What follows belongs to an exercise in optimizing a design on an open flow for small area, a short achievable clock period and few clock cycles per item; a production flow would make more cautious choices.
Function was checked by simulation only, so behaviour that the tests miss may differ from the original.

Design fc_layer_top, start of the top module:
module fc_layer_top (
    input  wire logic              clk,
    input  wire logic              rstn,
    input  wire logic              in_valid,
    input  wire logic [WORD_W-1:0] in_data,
    output logic                   out_valid,
    output logic      [WORD_W-1:0] out_data
);
Size in the first run: ~240 flip-flops, roughly 68 I/O pins.
make LEC_CHECK=0 CAP_MARGIN=20 CORE_MARGIN=2 CORE_UTILIZATION=55 CTS_BUF_LIST=sky130_fd_sc_hd__clkbuf_16 CTS_CLUSTER_DIAMETER=100 CTS_CLUSTER_SIZE=28 PLACE_DENSITY=0.6 SETUP_SLACK_MARGIN=5 SLEW_MARGIN=20 finish   # period 9.0 ns
run.sh (not shown) runs the stock make flow with config.mk's settings and CLKGATE_MAP_FILE= SYNTH_SCRIPT=/design/flow/synth_recipe.tcl, a recipe that flattens the netlist after the stock synthesis.
Testbench counts at the start, summed over its fixed seeds: cycles 4,992, frames 384.
Change:
==> flow/flow/run.sh (new file) <==
#!/bin/bash
# The standard layout (standard.sh, unchanged synthesis and steps), with
# plain buffers instead of delay cells as the port buffers, and timing repair
# aiming for a larger setup margin.
set -euo pipefail
export BUFFER_PORTS_ARGS="-buffer_cell sky130_fd_sc_hd__buf_1"
export SETUP_SLACK_MARGIN=5.4
bash standard.sh > standard.log 2>&1
==> flow/standard.sh (new file) <==
#!/bin/bash
# synth_recipe.tcl (not shown) runs the flow's synth.tcl, then flattens the netlist and writes it again
# the make line also repeats each setting of config.mk as NAME=value (left out here)
make -C /OpenROAD-flow-scripts/flow DESIGN_CONFIG=/design/flow/config.mk WORK_HOME=/design/flow/orfs CLKGATE_MAP_FILE= SYNTH_SCRIPT=/design/flow/synth_recipe.tcl "${@:-finish}"
--- a/flow/config.mk
+++ b/flow/config.mk
@@ -14,3 +14,2 @@
 export PLACE_DENSITY = 0.6
-export SETUP_SLACK_MARGIN = 5
 export SLEW_MARGIN = 20
removed: flow/run.sh
Global-route usage goes up by 0.23 points. First-iteration DRC count goes up by 4.3%. Count of clock-buffer cells in the layout is unchanged. Routed wire length goes up by 1.7%. Setup slack improves by 120 ps. Flip-flop and latch count does not change.
Change:
==> flow/flow/run.sh (replaced) <==
#!/bin/bash
# The standard layout (standard.sh, unchanged synthesis and steps), with
# plain buffers instead of delay cells as the port buffers.
set -euo pipefail
export BUFFER_PORTS_ARGS="-buffer_cell sky130_fd_sc_hd__buf_1"
bash standard.sh > standard.log 2>&1
--- a/flow/config.mk
+++ b/flow/config.mk
@@ -11,5 +11,6 @@
 export CTS_BUF_LIST = sky130_fd_sc_hd__clkbuf_16
-export CTS_CLUSTER_DIAMETER = 100
-export CTS_CLUSTER_SIZE = 28
+export CTS_CLUSTER_DIAMETER = 120
+export CTS_CLUSTER_SIZE = 34
 export PLACE_DENSITY = 0.6
+export SETUP_SLACK_MARGIN = 5
 export SLEW_MARGIN = 20
- The changed run produced a clean layout
- worst setup slack degrades by 120 ps
- utilization decreases by 3.5 points
- clock skew decreases by 13 ps
- design area decreases by about 6%
Change:
--- a/flow/config.mk
+++ b/flow/config.mk
@@ -11,5 +11,5 @@
 export CTS_BUF_LIST = sky130_fd_sc_hd__clkbuf_16
-export CTS_CLUSTER_DIAMETER = 120
-export CTS_CLUSTER_SIZE = 34
-export PLACE_DENSITY = 0.6
+export CTS_CLUSTER_DIAMETER = 100
+export CTS_CLUSTER_SIZE = 28
+export PLACE_DENSITY = 0.5
 export SETUP_SLACK_MARGIN = 5
After rerunning:
- area after synthesis stays the same
- worst setup slack loses 8.5 ps
- global-route usage is higher by 0.26 points
- synthesized cell count is unchanged
- clock skew came out higher by 13 ps
- final area rises by 0.42%
- register-to-register slack barely changes
- first-iteration DRC count shrinks by 15%
- via count shrinks by 0.44%

Starting RTL as in the previous note.
export LEC_CHECK = 0
export CAP_MARGIN = 20
export CORE_MARGIN = 2
export CORE_UTILIZATION = 65
export CTS_BUF_LIST = sky130_fd_sc_hd__clkbuf_16
export CTS_CLUSTER_DIAMETER = 100
export CTS_CLUSTER_SIZE = 28
export PLACE_DENSITY = 0.7
export SETUP_SLACK_MARGIN = 5
export SLEW_MARGIN = 20
create_clock -name core_clock -period 9.0 [get_ports {clk}]
Stock flow here: none of the scripts above is used.
The first run produced a clean layout.
Testbench counts at the start, summed over its fixed seeds: cycles 4,992, frames 384.
Then changed:
==> flow/flow/run.sh (new file) <==
#!/bin/bash
# The standard layout (standard.sh, unchanged synthesis and steps), with
# plain buffers instead of delay cells as the port buffers.
set -euo pipefail
export BUFFER_PORTS_ARGS="-buffer_cell sky130_fd_sc_hd__buf_1"
bash standard.sh > standard.log 2>&1
==> flow/standard.sh (new file) <==
#!/bin/bash
# synth_recipe.tcl (not shown) runs the flow's synth.tcl, then flattens the netlist and writes it again
# the make line also repeats each setting of config.mk as NAME=value (left out here)
make -C /OpenROAD-flow-scripts/flow DESIGN_CONFIG=/design/flow/config.mk WORK_HOME=/design/flow/orfs CLKGATE_MAP_FILE= SYNTH_SCRIPT=/design/flow/synth_recipe.tcl "${@:-finish}"
- CORE_UTILIZATION: 65 -> 55
- PLACE_DENSITY: 0.7 -> 0.6
removed: flow/run.sh
Outcome:
- The new run finished clean
- setup slack gains 0.12 ns
- via count is lower slightly
- utilization fell by 13 points
- routed wire length came out lower slightly
- clock-buffer cell count stays the same
Then changed:
==> flow/flow/run.sh (replaced) <==
#!/bin/bash
# The standard layout (standard.sh, unchanged synthesis and steps), with
# plain buffers instead of delay cells as the port buffers, and a clock tree
# built without dummy loads.
set -euo pipefail
export BUFFER_PORTS_ARGS="-buffer_cell sky130_fd_sc_hd__buf_1"
export CTS_ARGS="-sink_clustering_enable -repair_clock_nets -sink_clustering_size 28 -sink_clustering_max_diameter 100 -buf_list sky130_fd_sc_hd__clkbuf_16 -dont_use_dummy_load"
bash standard.sh > standard.log 2>&1
What happened: The new run ran to the end with no violations; utilization drops by 0.16 points; via count barely changes; routed wire length is about the same; setup slack gets worse by 0.038 ns; flip-flop and latch count does not change.

[static timing again, ports no longer ideal]
The flow's constraints put no driver on any port. The routed layouts listed below were extracted and timed again, unchanged, in two steps. Step 1 sets driving cells, clkbuf_16 on the clock port and buf_2 on the other inputs (assumed; they add their load-dependent delay and slew). Step 2, shift: input delay + t, output delay - t, t = (earliest + latest rising clock arrival at the registers) / 2. This alone moves slack from input paths to output paths. Slacks: no drivers / after step 1 / after step 2; pairs: no drivers / after step 1.
run | shift t [ns] | setup slack, ns | worst setup path after step 2 | worst data-port slew with drivers (ns)
the first run of note 1 | 0.566 | 5.127 / 5.073 / 5.161 | register to register | 0.04
the second run of note 1 | 0.567 | 5.244 / 5.225 / 5.244 | register to register | 0.04
the third run of note 1 | 0.542 | 5.126 / 5.071 / 5.131 | register to register | 0.04
the fourth run of note 1 | 0.549 | 5.117 / 5.076 / 5.117 | register to register | 0.04
the first run of note 2 | 0.542 | 5.052 / 5.003 / 5.061 | register to register | 0.06
the second run of note 2 | 0.566 | 5.175 / 5.119 / 5.177 | register to register | 0.04
the third run of note 2 | 0.543 | 5.137 / 5.081 / 5.139 | register to register | 0.04
After both steps setup and hold are still met in every run listed.
